What follows belongs to an exercise in optimizing a design on an open flow for small area, a short achievable clock period and few clock cycles; a production flow would make more cautious choices.
Only simulation tests tie the RTL to the original design; equivalence was not proved.
Power is estimated from default activity; no workload was simulated.

==> flow/design.v <==
package rcsd_pkg;
  localparam logic [7:0] UNKNOWN_SYMBOL = 8'd88;
  localparam logic [1:0] PH_COUNT = 2'd0;
  localparam logic [1:0] PH_WIDTH = 2'd1;
  localparam logic [1:0] PH_SYMS  = 2'd2;
  localparam logic [1:0] PH_BITS  = 2'd3;
endpackage
module rcsd_datapath (
  input  logic              clk,
  input  logic              wr_en,
  input  logic [7:0]        wr_data,
  input  logic [7:0]        rd_lo,
  input  logic [7:0]        rd_mid,
  output logic [3:0][7:0]   rd_quarter
);
  logic [255:0][7:0] ring;
  logic [255:0][7:0] rot;
  logic [7:0]        sel_lo;
  logic [7:0]        sel_hi;
  always_ff @(posedge clk) begin
    ring <= {ring[254:0], wr_en ? wr_data : ring[255]};
  end
  assign rot = {ring[1:0], ring[255:2]};
  logic [63:0] sel;
  always_comb begin
    for (int i = 0; i < 64; i++) sel[i] = rd_mid[i / 8] && rd_lo[i % 8];
    for (int g = 0; g < 4; g++) begin
      rd_quarter[g] = '0;
      for (int i = 0; i < 64; i++) begin
        rd_quarter[g] = rd_quarter[g] | (rot[g * 64 + i] & {8{sel[i]}});
      end
    end
  end
endmodule
module rank_code_stream_decoder_unit
#(
  parameter int MAX_SYMBOLS = 255,
  parameter int MAX_WIDTH   = 4
) (
  input  logic       clk,
  input  logic       rst_n,
  input  logic       in_valid,
  output logic       in_ready,
  input  logic [7:0] in_stream_byte,
  output logic       out_valid,
  input  logic       out_ready,
  output logic [7:0] out_symbol,
  output logic       out_unknown_code,
  output logic       out_end_of_frame,
  output logic       out_last
);
  logic [7:0]  fb [4];
  logic [3:0]  fgt;
  logic        in_rdy_r;
  logic [1:0]  phase;
  logic [7:0]  cnt;         
  logic [2:0]  wid;         
  logic [3:0]  wmask;       
  logic [3:0]  wmask_b;     
  logic [3:0]  wmask_nxt;
  logic [7:0]  k1;          
  logic        sym_first;   
  logic [7:0]  ac;          
  logic [7:0]  sl;          
  logic        sl_z;        
  logic        fin;         
  logic [1:0]  zc;          
  logic [7:0]  z1;          
  logic [2:0]  bp;          
  logic        bp_nz;       
  logic [11:1] pw_oh;       
  logic [11:1] pw_oh_b;     
  logic        term_r;      
  logic        a_v;
  logic [7:0]  a_r1;        
  logic        a_big;       
  logic        a_hdr;
  logic        a_slow;
  logic        l1_v;
  logic [7:0]  l1_lo;       
  logic [7:0]  l1_mid;      
  logic [7:0]  l1_mid_b;    
  logic [1:0]  l1_hi;       
  logic        l1_known;
  logic        l1_hdr;      
  logic        l1_slow;     
  logic        l1_lastp;
  logic        l2_v;
  logic [3:0][7:0] l2_q;
  logic [3:0]  l2_hi;       
  logic [3:0]  l2_hi_b;     
  logic        l2_known;
  logic        l2_hdr;
  logic        l2_slow;
  logic        l2_lastp;
  logic        o_v;
  logic [7:0]  o_sym;
  logic        o_unk;
  logic        o_eof;
  logic        o_last;
  logic        tbl_wr;
  logic [3:0][7:0] tbl_quarter;
  rcsd_datapath u_table (
    .clk        (clk),
    .wr_en      (tbl_wr),
    .wr_data    (fb[0]),
    .rd_lo      (l1_lo),
    .rd_mid     (l1_mid),
    .rd_quarter (tbl_quarter)
  );
  function automatic logic ge_lut(input logic [3:0] v, input int t);
    logic [15:0] m;
    for (int i = 0; i < 16; i++) m[i] = (i >= t);
    ge_lut = m[v];
  endfunction
  function automatic logic [2:0] mod8_lut(input logic [2:0] v, input int c);
    logic [7:0][2:0] m;
    for (int i = 0; i < 8; i++) m[i] = 3'((i + c) % 8);
    mod8_lut = m[v];
  endfunction
  logic [35:0] win;
  logic [3:0]  lp    [12];
  logic [3:0]  shp   [12];    
  logic [3:0]  ndp   [12];    
  logic [2:0]  bpp   [12];    
  logic [3:0]  len_f;
  logic [6:0]  off_f;
  logic [3:1]  shge;
  logic [3:1]  ndge;
  logic [2:0]  bp_nxt;
  logic [11:0] pw_nxt;
  logic [7:0]  rank1;       
  logic        tpred;       
  logic        complete;
  always_comb begin
    win   = {4'b0, fb[0], fb[1], fb[2], fb[3]};
    lp[0]  = '0;
    shp[0] = '0;
    ndp[0] = '0;
    bpp[0] = '0;
    for (int p = 1; p < 12; p++) begin
      lp[p] = win[35 - p -: 4] & wmask;
      for (int m = 0; m < 4; m++) begin
        shp[p][m] = ge_lut(lp[p], 8 * m - p);
        ndp[p][m] = ge_lut(lp[p], 8 * m + 1 - p);
      end
      bpp[p] = mod8_lut(lp[p][2:0], p);
    end
    len_f  = '0;
    off_f  = '0;
    shge   = '0;
    ndge   = '0;
    bp_nxt = '0;
    for (int p = 1; p < 12; p++) begin
      if (pw_oh[p]) begin
        len_f  = len_f | lp[p];
        shge   = shge | shp[p][3:1];
        ndge   = ndge | ndp[p][3:1];
        bp_nxt = bp_nxt | bpp[p];
        for (int k = 0; k < 7; k++) begin
          off_f[k] = off_f[k] | win[31 - p - k];
        end
      end
    end
    pw_nxt = {4'b0, 8'b1 << bp_nxt} << wid;
    for (int k = 0; k < 8; k++) begin
      rank1[k] = (len_f == 4'(k)) || ((len_f > 4'(k)) && (k < 7) && off_f[k > 6 ? 6 : k]);
    end
    tpred    = (zc == 2'd1) && !len_f[3] && (rank1 == z1);
    complete = fgt[0] && (!ndge[1] || fgt[1]) && (!ndge[2] || fgt[2]) && (!ndge[3] || fgt[3]);
  end
  logic        slow;
  logic        l2_move;
  logic        l1_move;
  logic        a_move;
  logic        a_free;
  logic        o_free;
  logic        term_l;
  logic        content;
  logic        issue;
  logic        hb;          
  logic [7:0]  c_byte;
  logic [7:0]  w_byte;
  logic        have_c;
  logic        have_w;
  logic        cnt_go;      
  logic        wid_go;      
  logic        sym_go;      
  logic        hdr_final;
  logic        hdr_emit;    
  logic        two_hdr;     
  logic [7:0]  pos;
  logic [3:0]  sh_oh;
  logic        take;
  logic [3:0]  fgt_mid;
  logic [3:0]  fgt_nxt;
  logic [7:0]  tbl_q;
  logic        tbl_z;       
  logic [7:0]  res_sym;
  logic        res_unk;
  logic        res_eof;
  logic        res_last;
  always_comb begin
    slow    = (zc == 2'd2);
    take    = in_valid && in_rdy_r;
    o_free  = !o_v || out_ready;
    l2_move = l2_v && o_free;
    l1_move = l1_v && (!l2_v || o_free);
    a_move  = a_v && (!l1_v || l1_move);
    a_free  = !a_v || !l1_v || l1_move;
    pos     = ac - a_r1;
    tbl_q    = '0;
    tbl_z    = 1'b0;
    for (int g = 0; g < 4; g++) begin
      tbl_q = tbl_q | (l2_q[g] & {8{l2_hi[g]}});
      tbl_z = tbl_z | (l2_hi[g] && (l2_q[g] == 8'd0));
    end
    res_sym  = l2_known ? tbl_q : rcsd_pkg::UNKNOWN_SYMBOL;
    res_unk  = !l2_known;
    res_eof  = l2_hdr || (l2_known && tbl_z);
    res_last = res_eof || l2_lastp;
    term_l   = l2_move && l2_slow && !l2_hdr && l2_known && tbl_z;
    hb     = term_r && bp_nz;
    c_byte = hb ? fb[1] : fb[0];
    w_byte = hb ? fb[2] : fb[1];
    have_c = hb ? fgt[1] : fgt[0];
    have_w = hb ? fgt[2] : fgt[1];
    cnt_go = (term_r || phase == rcsd_pkg::PH_COUNT) && have_c && (!a_v || a_move);
    two_hdr = (c_byte != 8'd0) && have_w;
    wid_go = (cnt_go && two_hdr) ||
             (!term_r && phase == rcsd_pkg::PH_WIDTH && fgt[0]);
    sym_go = !term_r && phase == rcsd_pkg::PH_SYMS && fgt[0] && !a_v && (!l1_v || l1_move) &&
             (sym_first || sl_z);
    hdr_final = fin;
    hdr_emit  = sym_go && hdr_final && (wid == 3'd0);
    tbl_wr    = sym_go;
    content = (phase == rcsd_pkg::PH_BITS) && !term_r;
    issue   = content && complete && (slow ? (!a_v && !l1_v && !l2_v) : a_free);
    if (content) begin
      sh_oh = !issue   ? 4'b0001 :
              shge[3]  ? 4'b1000 :
              shge[2]  ? 4'b0100 :
              shge[1]  ? 4'b0010 : 4'b0001;
    end else if (cnt_go) begin
      sh_oh = hb ? (two_hdr ? 4'b1000 : 4'b0100) : (two_hdr ? 4'b0100 : 4'b0010);
    end else if (term_r) begin
      sh_oh = hb ? 4'b0010 : 4'b0001;
    end else begin
      sh_oh = (wid_go || sym_go) ? 4'b0010 : 4'b0001;
    end
    for (int k = 0; k < 4; k++) begin
      fgt_mid[k] = 1'b0;
      for (int s = 0; s < 4; s++) begin
        if (k + s < 4) fgt_mid[k] = fgt_mid[k] | (sh_oh[s] & fgt[(k + s) % 4]);
      end
    end
    fgt_nxt[0] = fgt_mid[0] | take;
    for (int k = 1; k < 4; k++) begin
      fgt_nxt[k] = fgt_mid[k] | (take & fgt_mid[k - 1]);
    end
  end
  always_ff @(posedge clk) begin
    for (int j = 0; j < 4; j++) begin
      logic [7:0] nb;
      nb = '0;
      for (int s = 0; s < 4; s++) begin
        if (sh_oh[s]) begin
          nb = nb | ((j + s < 4 && fgt[(j + s) % 4]) ? fb[(j + s) % 4] : in_stream_byte);
        end
      end
      fb[j] <= nb;
    end
  end
  always_ff @(posedge clk) begin
    if (!rst_n) begin
      fgt      <= 4'd0;
      in_rdy_r <= 1'b1;
    end else begin
      fgt      <= fgt_nxt;
      in_rdy_r <= !fgt_nxt[3];
    end
  end
  always_ff @(posedge clk) begin
    if (!rst_n) begin
      phase  <= rcsd_pkg::PH_COUNT;
      term_r <= 1'b0;
    end else begin
      term_r <= (issue && tpred && !slow) || term_l;
      if (cnt_go) begin
        phase <= (c_byte == 8'd0) ? rcsd_pkg::PH_COUNT :
                 have_w           ? rcsd_pkg::PH_SYMS : rcsd_pkg::PH_WIDTH;
      end else if (term_r) begin
        phase <= rcsd_pkg::PH_COUNT;
      end else if (wid_go) begin
        phase <= rcsd_pkg::PH_SYMS;
      end else if (sym_go && hdr_final) begin
        phase <= (wid == 3'd0) ? rcsd_pkg::PH_COUNT : rcsd_pkg::PH_BITS;
      end
    end
  end
  always_ff @(posedge clk) begin
    if (cnt_go) begin
      cnt <= c_byte;
    end
    if (wid_go) begin
      wid       <= (cnt_go ? w_byte : fb[0]) > 8'd4 ? 3'd4 : (cnt_go ? w_byte[2:0] : fb[0][2:0]);
      k1        <= 8'd1;
      fin       <= ((cnt_go ? c_byte : cnt) == 8'd1);
      sym_first <= 1'b1;
      zc        <= 2'd0;
    end else if (sym_go) begin
      k1        <= k1 + 8'd1;
      fin       <= (k1 + 8'd1 == cnt);
      sym_first <= 1'b0;
      if (fb[0] == 8'd0) begin
        if (zc == 2'd0) z1 <= k1;
        if (zc != 2'd2) zc <= zc + 2'd1;
      end
    end
    if (sym_go && sym_first) begin
      ac   <= 8'd0;
      sl   <= 8'd0;
      sl_z <= 1'b1;
    end else begin
      ac   <= ac + 8'd1;
      sl   <= sl + 8'(!sym_go);
      sl_z <= sym_go ? (sl == 8'd0) : (sl == 8'd255);
    end
    if (sym_go && hdr_final) begin
      bp    <= 3'd0;
      bp_nz <= 1'b0;
    end else if (issue) begin
      bp    <= bp_nxt;
      bp_nz <= (bp_nxt != 3'd0);
    end
  end
  always_comb begin
    wmask_nxt = (cnt_go ? w_byte : fb[0]) > 8'd3 ? 4'b1111 :
                4'((5'b1 << (cnt_go ? w_byte[1:0] : fb[0][1:0])) - 5'd1);
  end
  always_ff @(posedge clk) begin
    wmask   <= wid_go ? wmask_nxt : wmask_b;
    wmask_b <= wid_go ? wmask_nxt : wmask;
    if (sym_go && hdr_final) begin
      pw_oh   <= 11'b1 << (wid - 3'd1);
      pw_oh_b <= 11'b1 << (wid - 3'd1);
    end else if (issue) begin
      pw_oh   <= pw_nxt[11:1];
      pw_oh_b <= pw_nxt[11:1];
    end else begin
      pw_oh   <= pw_oh_b;
      pw_oh_b <= pw_oh;
    end
  end
  always_ff @(posedge clk) begin
    if (!rst_n) begin
      a_v <= 1'b0;
    end else if (hdr_emit || issue) begin
      a_v <= 1'b1;
    end else if (a_move) begin
      a_v <= 1'b0;
    end
  end
  always_ff @(posedge clk) begin
    if (hdr_emit || issue) begin
      a_r1   <= hdr_emit ? 8'd1 : rank1;
      a_big  <= !hdr_emit && len_f[3];
      a_hdr  <= hdr_emit;
      a_slow <= !hdr_emit && slow;
    end
  end
  always_ff @(posedge clk) begin
    if (!rst_n) begin
      l1_v <= 1'b0;
    end else if (a_move) begin
      l1_v <= 1'b1;
    end else if (l1_move) begin
      l1_v <= 1'b0;
    end
  end
  always_ff @(posedge clk) begin
    if (a_move) begin
      l1_lo    <= 8'b1 << pos[2:0];
      l1_hi    <= pos[7:6];
      l1_known <= !a_big && (a_r1 <= cnt);
      l1_hdr   <= a_hdr;
      l1_slow  <= a_slow;
      l1_lastp <= (bp == 3'd0) || ndge[1];
    end else begin
      l1_lo <= {l1_lo[6:0], l1_lo[7]};
      if (l1_lo[7] && l1_mid[7]) l1_hi <= l1_hi + 2'd1;
    end
  end
  always_ff @(posedge clk) begin
    if (a_move) begin
      l1_mid   <= 8'b1 << pos[5:3];
      l1_mid_b <= 8'b1 << pos[5:3];
    end else if (l1_lo[7]) begin
      l1_mid   <= {l1_mid_b[6:0], l1_mid_b[7]};
      l1_mid_b <= {l1_mid[6:0], l1_mid[7]};
    end else begin
      l1_mid   <= l1_mid_b;
      l1_mid_b <= l1_mid;
    end
    l2_hi   <= l1_move ? 4'b1 << l1_hi : l2_hi_b;
    l2_hi_b <= l1_move ? 4'b1 << l1_hi : l2_hi;
  end
  always_ff @(posedge clk) begin
    if (!rst_n) begin
      l2_v <= 1'b0;
    end else if (l1_move) begin
      l2_v <= 1'b1;
    end else if (l2_move) begin
      l2_v <= 1'b0;
    end
  end
  always_ff @(posedge clk) begin
    if (l1_move) begin
      l2_q     <= tbl_quarter;
      l2_known <= l1_known;
      l2_hdr   <= l1_hdr;
      l2_slow  <= l1_slow;
      l2_lastp <= l1_lastp;
    end
  end
  always_ff @(posedge clk) begin
    if (!rst_n) begin
      o_v <= 1'b0;
    end else if (o_free) begin
      o_v <= l2_v;
    end
  end
  always_ff @(posedge clk) begin
    if (o_free) begin
      o_sym  <= res_sym;
      o_unk  <= res_unk;
      o_eof  <= res_eof;
      o_last <= res_last;
    end
  end
  assign in_ready         = in_rdy_r;
  assign out_valid        = o_v;
  assign out_symbol       = o_sym;
  assign out_unknown_code = o_unk;
  assign out_end_of_frame = o_eof;
  assign out_last         = o_last;
endmodule
==> flow/run.sh <==
#!/bin/bash
# synth_recipe.tcl (not shown) runs the flow's synth.tcl, then flattens the netlist and writes it again
# the make line also repeats each setting of config.mk as NAME=value (left out here)
make -C /OpenROAD-flow-scripts/flow DESIGN_CONFIG=/design/flow/config.mk WORK_HOME=/design/flow/orfs CLKGATE_MAP_FILE= SYNTH_SCRIPT=/design/flow/synth_recipe.tcl finish
==> flow/config.mk <==
export PLATFORM = sky130hd
export DESIGN_NAME = rank_code_stream_decoder_unit
export DESIGN_NICKNAME = rank_code_stream_decoder_unit
export VERILOG_FILES = /design/flow/design.v
export SDC_FILE = /design/flow/constraint.sdc
export NUM_CORES = 4
export LEC_CHECK = 0
export ABC_CLOCK_PERIOD_IN_PS = 2000
export CAP_MARGIN = 20
export CORE_MARGIN = 2
export CORE_UTILIZATION = 40
export CTS_CLUSTER_DIAMETER = 70
export CTS_CLUSTER_SIZE = 28
export PLACE_DENSITY = 0.75
export SETUP_SLACK_MARGIN = 4.0
export SLEW_MARGIN = 20
==> flow/constraint.sdc <==
create_clock -name core_clock -period 7.0 [get_ports {clk}]
set_input_delay 1.4000 -clock core_clock [delete_from_list [all_inputs] [get_ports {clk}]]
set_output_delay 1.4000 -clock core_clock [all_outputs]
set_load 0.01 [all_outputs]
==> results of run 1 <==
metrics by stage:
step	instance area (um2)	utilization, %	setup WS [ns]	hold WS [ns]
5_1_grt	70000	43.7	3.94	0.335
3_3_place_gp	66700	41.6	2.29	0.332
4_1_cts	69800	43.5	3.89	0.314
3_5_place_dp	66700	41.6	2.21	0.335
2_1_floorplan	64500	-	3.80	0.331
6_report	70000	43.7	3.94	0.317
power by group:
part           internal (mW)  switching (mW)
Combinational          0.902            1.46
Sequential              13.3           0.538
Clock                   2.61            3.99
Total                   16.8            5.98
logic make-up after synthesis:
kind of cell	after synthesis	share of synthesized area, %
AO/OA/AOI/OAI	1386	17.9
XOR/XNOR	47	0.640
adder cells (fa/ha/maj)	43	0.848
buffers and inverters	418	2.52
flip-flops	2270	71.8
multiplexers	58	0.922
AND/OR/NAND/NOR	633	5.32
area by class of cell:
cell class,count,area share (%)
Clock buffer,110,3.51
Antenna cell,3,0.0107
Timing Repair inverter,1,0.00715
Timing Repair Buffer,131,1.53
Inverter,71,0.391
Sequential cell,2270,66.1
Multi-Input combinational cell,2170,24.2
Tap cell,2160,3.86
Clock inverter,18,0.413
path summary, 6_finish.rpt:
check                      endpoint  slack (ns)
hold reg to reg   u_table.ring[812]        0.32
hold / removal    u_table.ring[812]        0.32
setup reg to reg           l2_q[29]        3.94
setup / recovery           l2_q[29]        3.94
synth_stat cells (8+ instances only):
cell and instances:
edfxtp_1 76, xor2_1 21, and2_1 78, o31ai_1 12, ha_1 42, a21boi_0 10, a221o_1 16, dfxtp_1 2194
nand3_1 49, o21a_1 14, and3_1 14, a31oi_1 11, inv_1 67, nand4_1 145, a222oi_1 16, nor3_1 10
nand2_1 117, buf_1 28, a22o_1 506, nor4_1 19, nor2b_1 8, mux2_2 10, clkbuf_1 297, a21oi_1 67
or3_1 11, nand2b_1 10, nor2_1 110, mux2i_1 48, xnor2_1 26, a221oi_1 490, buf_2 17, a22oi_1 99
or4_1 30, a211o_1 11, o21ai_0 53, o22ai_1 24
worst reg2reg max path, stage by stage, from the launching register on:
cell and delay [ns]:
dfxtp_1 0.43, and2_2 0.44, buf_4 0.44, a22o_1 0.34, a221oi_1 0.28, nand4_1 0.15
or4_1 0.71
sequential cells by signal, summed over array words and instances, names as in the netlist, 11 cells and up:
name,count
fb,32
pw_oh,11
pw_oh_b,11
u_table.ring,2048
l2_q,32
layer usage:
layer  track usage (%)  wire, um  share of wire (%)  vias up
li1                  -         -                  -    18000
met1              33.6     82200                 38    21900
met2              36.9     89900                 42     3702
met3              7.90     30800                 14      880
met4              12.9     13200                6.1        8
met5             0.149       155              0.072        -
what timing repair did:
action,in CTS,in global routing
gates resized for setup,80,51
cloned,2,2
pin swaps,6,8
setup endpoints to repair,186,104
setup buffers,22,14
==> metrics.csv, run 1 <==
stage;metric;value;unit
outcome;outcome;timing/DRC/antenna clean;
logic_synthesis;syn_nets;4910;
sta;rsz0062_at_grt;yes;
grt;grt_max_degree;37;
finish;fin_cells;6934;
placement;dp_hpwl;124000;um
min_path;holdPathStages;0;
sta;hold_viol_final;0;
setup_path;r2r_start;l1_mid[3];
sta;relSlewSlack;29.3;%
min_path;hold_path.class;reg -> reg;
floorplanning;initial_core_util;40.2;%
sta;final.setup.tns;0;ns
logic_synthesis;synth_top_cells_by_area;dfxtp_1 (68%), a22o_1 (6.9%), a221oi_1 (6.7%);
logic_synthesis;synth.cell_area;64300;um2
grt;grt_pass1_vias;42800;
sta;skew;0.0534;ns
setup_path;r2r_cells;6;
logic_synthesis;synth_seq_area_share;71.8;%
logic_synthesis;synth_edf_count;76;
floorplanning;die_area;164000;um2
placement;dp.cells;6763;
finish;final_common_cell;dfxtp_1;
clock_tree;path_clk_slew;0.10;ns
grt;grt_use_total;25.3;%
floorplanning;row_count;147;
sta;period_share;43.7;%
logic_synthesis;async_flop_share;0;%
detailed_routing;drtPass1Iterations;7;
finish;drive_gt1_share;8.22;%
min_path;hold_path_startpoint;u_table.ring[804];
logic_synthesis;avgSynthCellArea;13.2;um2
sta;drv_slew;0;
setup_path;slowest_stage;or4_1;
setup_path;crit_fanout;24;
detailed_routing;antenna_left;0;
detailed_routing;vias;44500;
detailed_routing;vias_per_cell;6.41;
detailed_routing;wirelength;216000;um
sta;worstMarginPinSlew;1.05;ns
detailed_routing;drc_errors;0;
clock_tree;htreeDepth;3;
finish;register_area;46300;um2
sta;setup_viol;0;
power_and_ir_drop;power.density;326;nW/um2
setup_path;critPathBufInv;1;
logic_synthesis;ys_ff_latch;2270;
setup_path;worst-setup-path-type;reg -> reg;
setup_path;path_delay_family;simple AND/OR/NAND/NOR gates;
clock_tree;ctsRootBufferMaster;clkbuf_16;
setup_path;cp-startpoint;l1_mid[3];
logic_synthesis;yosysTopAreaCell;dfxtp_1;
finish;num-fill-cells;14100;
setup_path;cp_data_arrival_time;3.53;ns
logic_synthesis;synth_flop_cell;dfxtp_1;
floorplanning;io_pins;25;
clock_tree;cts_tree;done;
floorplanning;fp.dieW;405;um
detailed_routing;drt_iter0_drc;7607;
grt;grt_pass1_wl;302000;um
finish;multi_input_area;17000;um2
placement;io_buffers;24;
logic_synthesis;synth_warnings;12;
clock_tree;hold_buffers;0;
placement;gp_congestion;0.920;
finish;final_nets;4794;
sta;fmax;327;MHz
grt;grt_overflow;0;
power_and_ir_drop;peakVddDrop;0.210;mV
setup_path;cp-start-kind;flop;
clock_tree;numCtsBuffers;94;
detailed_routing;wire_per_inst;31.2;um
power_and_ir_drop;total_power;22.8;mW
clock_tree;clockBufferDepth;3;
logic_synthesis;netlist.area_leader.share;68.3;%
setup_path;critical_path_cell_count;6;
finish;final_cell_mix;dfxtp_1 (2,171), a22o_1 (505), a221oi_1 (490);
setup_path;endpoint_kind;flop;
grt;antenna_found_initial;4;
setup_path;slowest_delay;0.71;ns
clock_tree;clk_latency;0.79;ns
setup_path;critPathRequiredTime;7.47;ns
power_and_ir_drop;p_leak;26.0;nW
setup_path;crit_chain;and2_2 -> buf_4 -> a22o_1 -> a221oi_1 -> nand4_1 -> or4_1;
clock_tree;clock-sinks;2270;
logic_synthesis;synth.distinct_cells;84;
logic_synthesis;postSynthCellCount;4855;
finish;areaGrowthSynthToFinish;8.87;%
floorplanning;die_h;405;um
floorplanning;core;160000;um2
job;cap_violations;0;
sta;layout_min_cycle_time;3.06;ns
Testbench counts, summed over its fixed seeds: cycles 22,751.
==> run 2, diff against run 1 <==
--- a/flow/config.mk
+++ b/flow/config.mk
@@ -11,6 +11,5 @@
 export CORE_UTILIZATION = 40
 export CTS_CLUSTER_DIAMETER = 70
 export CTS_CLUSTER_SIZE = 28
-export PLACE_DENSITY = 0.75
 export SETUP_SLACK_MARGIN = 4.0
 export SLEW_MARGIN = 20
==> metrics.csv, run 2 <==
stage;metric;value;unit;change
outcome;outcome;timing/DRC/antenna clean;;
floorplanning;core;160000;um2;unchanged
sta;fmax;331;MHz;+1.3%
setup_path;cp_data_arrival_time;3.48;ns;-0.05 ns
detailed_routing;antenna_left;0;;unchanged
placement;dp.cells;6761;;-0.030%
setup_path;critPathRequiredTime;7.46;ns;about the same
logic_synthesis;async_flop_share;0;%;unchanged
floorplanning;io_pins;25;;unchanged
logic_synthesis;ys_ff_latch;2270;;unchanged
logic_synthesis;synth_xor_area_share;0.640;%;unchanged
setup_path;endpoint_kind;flop;;
logic_synthesis;synth_compound_area_share;17.9;%;unchanged
clock_tree;hold_buffers;0;;unchanged
clock_tree;clockBufferDepth;3;;unchanged
grt;grt_pass1_wl;317000;um;+5.2%
grt;grt_overflow;0;;unchanged
clock_tree;path_clk_slew;0.10;ns;about the same
detailed_routing;vias_per_cell;6.21;;-3.1%
logic_synthesis;synth_fa_ha_area_share;0.848;%;unchanged
sta;hold_viol_final;0;;unchanged
sta;rsz0062_at_grt;no;;
logic_synthesis;synth_top_family_by_area;compound AO/OA/AOI/OAI gates;;
logic_synthesis;netlist.area_leader.share;68.3;%;unchanged
grt;antenna_found_initial;4;;unchanged
detailed_routing;wirelength;229000;um;+5.9%
power_and_ir_drop;power.density;333;nW/um2;+2.2%
grt;grt_max_degree;37;;unchanged
sta;worstMarginPinSlew;1.15;ns;+0.103 ns
finish;areaGrowthSynthToFinish;9.80;%;
logic_synthesis;syn_nets;4910;;unchanged
floorplanning;initial_core_util;40.2;%;unchanged
finish;final_cell_mix;dfxtp_1 (2,174), a22o_1 (505), a221oi_1 (490);;
sta;setup_viol;0;;unchanged
detailed_routing;drtPass1Iterations;8;;+1
logic_synthesis;synth-simple-area-share;5.32;%;unchanged
sta;relSlewSlack;23.3;%;-5.9 points
setup_path;reg2reg_to;l2_q[0];;
finish;top_register;u_table.ring;;
finish;final_common_cell;dfxtp_1;;
setup_path;endpoint;l2_q[0];;
clock_tree;ctsRootBufferMaster;clkbuf_16;;
logic_synthesis;synth.cell_area;64300;um2;unchanged
job;cap_violations;0;;unchanged
logic_synthesis;synth_warnings;12;;unchanged
logic_synthesis;avgSynthCellArea;13.2;um2;unchanged
finish;largest_register_ffs;2048;;unchanged
clock_tree;numCtsBuffers;102;;+8.5%
clock_tree;clock-sinks;2270;;unchanged
floorplanning;die_h;405;um;unchanged
sta;final.setup.tns;0;ns;unchanged
setup_path;cp-start-kind;flop;;
floorplanning;die_area;164000;um2;unchanged
setup_path;crit_fanout;20;;-17%
sta;skew;0.0640;ns;+0.0107 ns
clock_tree;clk_latency;0.78;ns;about the same
floorplanning;row_count;147;;unchanged
setup_path;worst-setup-path-type;reg -> reg;;
logic_synthesis;synth_most_common_cell;dfxtp_1;;
finish;drive_gt1_share;8.89;%;+0.68 points
grt;grt_use_total;27.1;%;+1.8 points
setup_path;r2r_cells;6;;unchanged
logic_synthesis;synth_top_cells_by_area;dfxtp_1 (68%), a22o_1 (6.9%), a221oi_1 (6.7%);;
sta;period_share;43.1;%;-0.57 points
floorplanning;fp.dieW;405;um;unchanged
clock_tree;cts_tree;done;;
placement;gp_congestion;0.886;;-3.7%
logic_synthesis;postSynthCellCount;4855;;unchanged
logic_synthesis;synth_seq_area_share;71.8;%;unchanged
logic_synthesis;synth.distinct_cells;84;;unchanged
setup_path;r2r_start;l1_lo[7];;
setup_path;cp-startpoint;l1_lo[7];;
power_and_ir_drop;peakVddDrop;0.265;mV;+26%
logic_synthesis;synthTopCellsByCount;dfxtp_1 (2,194), a22o_1 (506), a221oi_1 (490);;
detailed_routing;vias;43300;;-2.6%
logic_synthesis;synth_edf_count;76;;unchanged
logic_synthesis;synth_mux_area_share;0.922;%;unchanged
detailed_routing;drc_errors;0;;unchanged
logic_synthesis;yosysTopAreaCell;dfxtp_1;;
sta;drv_slew;0;;unchanged
sta;layout_min_cycle_time;3.02;ns;-0.0396 ns
grt;grt_pass1_vias;41900;;-2.2%
setup_path;r2r_setup_slack;3.98;ns;+0.04 ns
finish;fin_cells;6973;;+0.56%
placement;dp_hpwl;130000;um;+5.2%
placement;io_buffers;24;;unchanged
min_path;hold_path.class;reg -> reg;;
power_and_ir_drop;p_leak;26.2;nW;+1.1%
detailed_routing;drt_iter0_drc;6446;;-15%
logic_synthesis;synth_flop_cell;dfxtp_1;;
finish;final_nets;4807;;+0.27%
clock_tree;htreeDepth;3;;unchanged
finish;num-fill-cells;14500;;+2.5%
finish;top_regs;u_table.ring (2048), fb (32), l2_q (32);;
detailed_routing;wire_per_inst;32.9;um;+5.3%
==> run 2: cell counts after synthesis <==
Identical to the previous run, type by type.
==> run 2: metal layers <==
metal	up-vias	GRT usage [%]	part of all wire, %
met5	-	0	0.012
met4	4	11.2	4.9
met3	640	5.66	11
met2	2892	41.2	43
met1	21700	37.4	41
li1	18100	-	-
==> run 2: through the flow <==
stage          area (um2)  power [mW]  setup WS (ns)  utilization (%)  hold slack [ns]
2_1_floorplan       64500        15.4           3.80                -            0.331
3_3_place_gp        66700        16.2           2.25             41.6            0.333
3_5_place_dp        66700        16.2           2.16             41.6            0.335
4_1_cts             70400        23.3           3.99             43.9            0.323
5_1_grt             70600        24.2           3.99             44.1            0.327
6_report            70600        23.5           3.98             44.1            0.327
==> run 2: critical path: stages, from the launching register on <==
cell,delay (ns)
dfxtp_2,0.48
and2_4,0.42
buf_4,0.37
a22o_1,0.24
a221oi_1,0.22
nand4_1,0.15
or4_1,0.75
==> run 2: where the power goes <==
part           internal, mW  switching [mW]
sequential             13.3           0.503
clock                  3.03            4.18
combinational         0.961            1.52
total                  17.3            6.21
==> run 2: area by class of cell <==
class / count / area (um2) / area share, %
inverter: 71 / 274 / 0.388
tap: 2160 / 2700 / 3.83
timing repair buffer: 138 / 1140 / 1.62
clock inverter: 33 / 493 / 0.698
multi-input combinational: 2169 / 17000 / 24.1
sequential: 2270 / 46200 / 65.5
clock buffer: 131 / 2740 / 3.88
antenna: 1 / 2.50 / 0.00354
==> run 2: cell families after synthesis <==
group | Yosys count
xor+xnor | 47
fa+ha+maj | 43
buf+inv | 418
simple gates | 633
flops | 2270
compound gates | 1386
mux | 58
==> run 2: repair_timing <==
item	4_1_cts	5_1_grt
buffers inserted	22	23
pin swaps	8	6
endpoints found under the setup margin	181	102
gates cloned	2	0
gates resized for setup	87	46
==> run 2: worst min path at each step <==
stage | startpoint | to | slack, ns | cells past startpoint
after CTS | u_table.ring[1585] | u_table.ring[1593] | 0.32 | 0
after global placement | u_table.ring[1640] | u_table.ring[1648] | 0.33 | 0
after global routing | u_table.ring[367] | u_table.ring[375] | 0.33 | 0
final | u_table.ring[367] | u_table.ring[375] | 0.33 | 0
after floorplan | u_table.ring[994] | u_table.ring[1002] | 0.33 | 0
after detailed placement | u_table.ring[168] | u_table.ring[176] | 0.34 | 0

==> separate check: timing with driven ports <==
Ports are ideal in the flow. The routed layouts listed here were re-timed in OpenROAD. Step 1, drivers: a clkbuf_16 drives clk and a buf_2 each remaining input, both assumed. Step 2 times the ports against the registers' clock, not the clock port: input delays grow and output delays shrink by t, the midpoint of the rising clock arrivals with the driver on. Three values: ideal, step 1, step 2; two values: the first two.
run	t, ns	slack for setup (ns)	hold WS [ns]
run 1	0.832	3.941 / 3.941 / 3.298	0.317 / 0.317 / 0.317
run 2	0.828	3.981 / 3.971 / 3.366	0.327 / 0.327 / 0.327
After both steps every run listed still meets setup and hold. The setup slack of run 1, which loses most, moves by 0.000 ns with the drivers and by -0.643 ns with both steps.
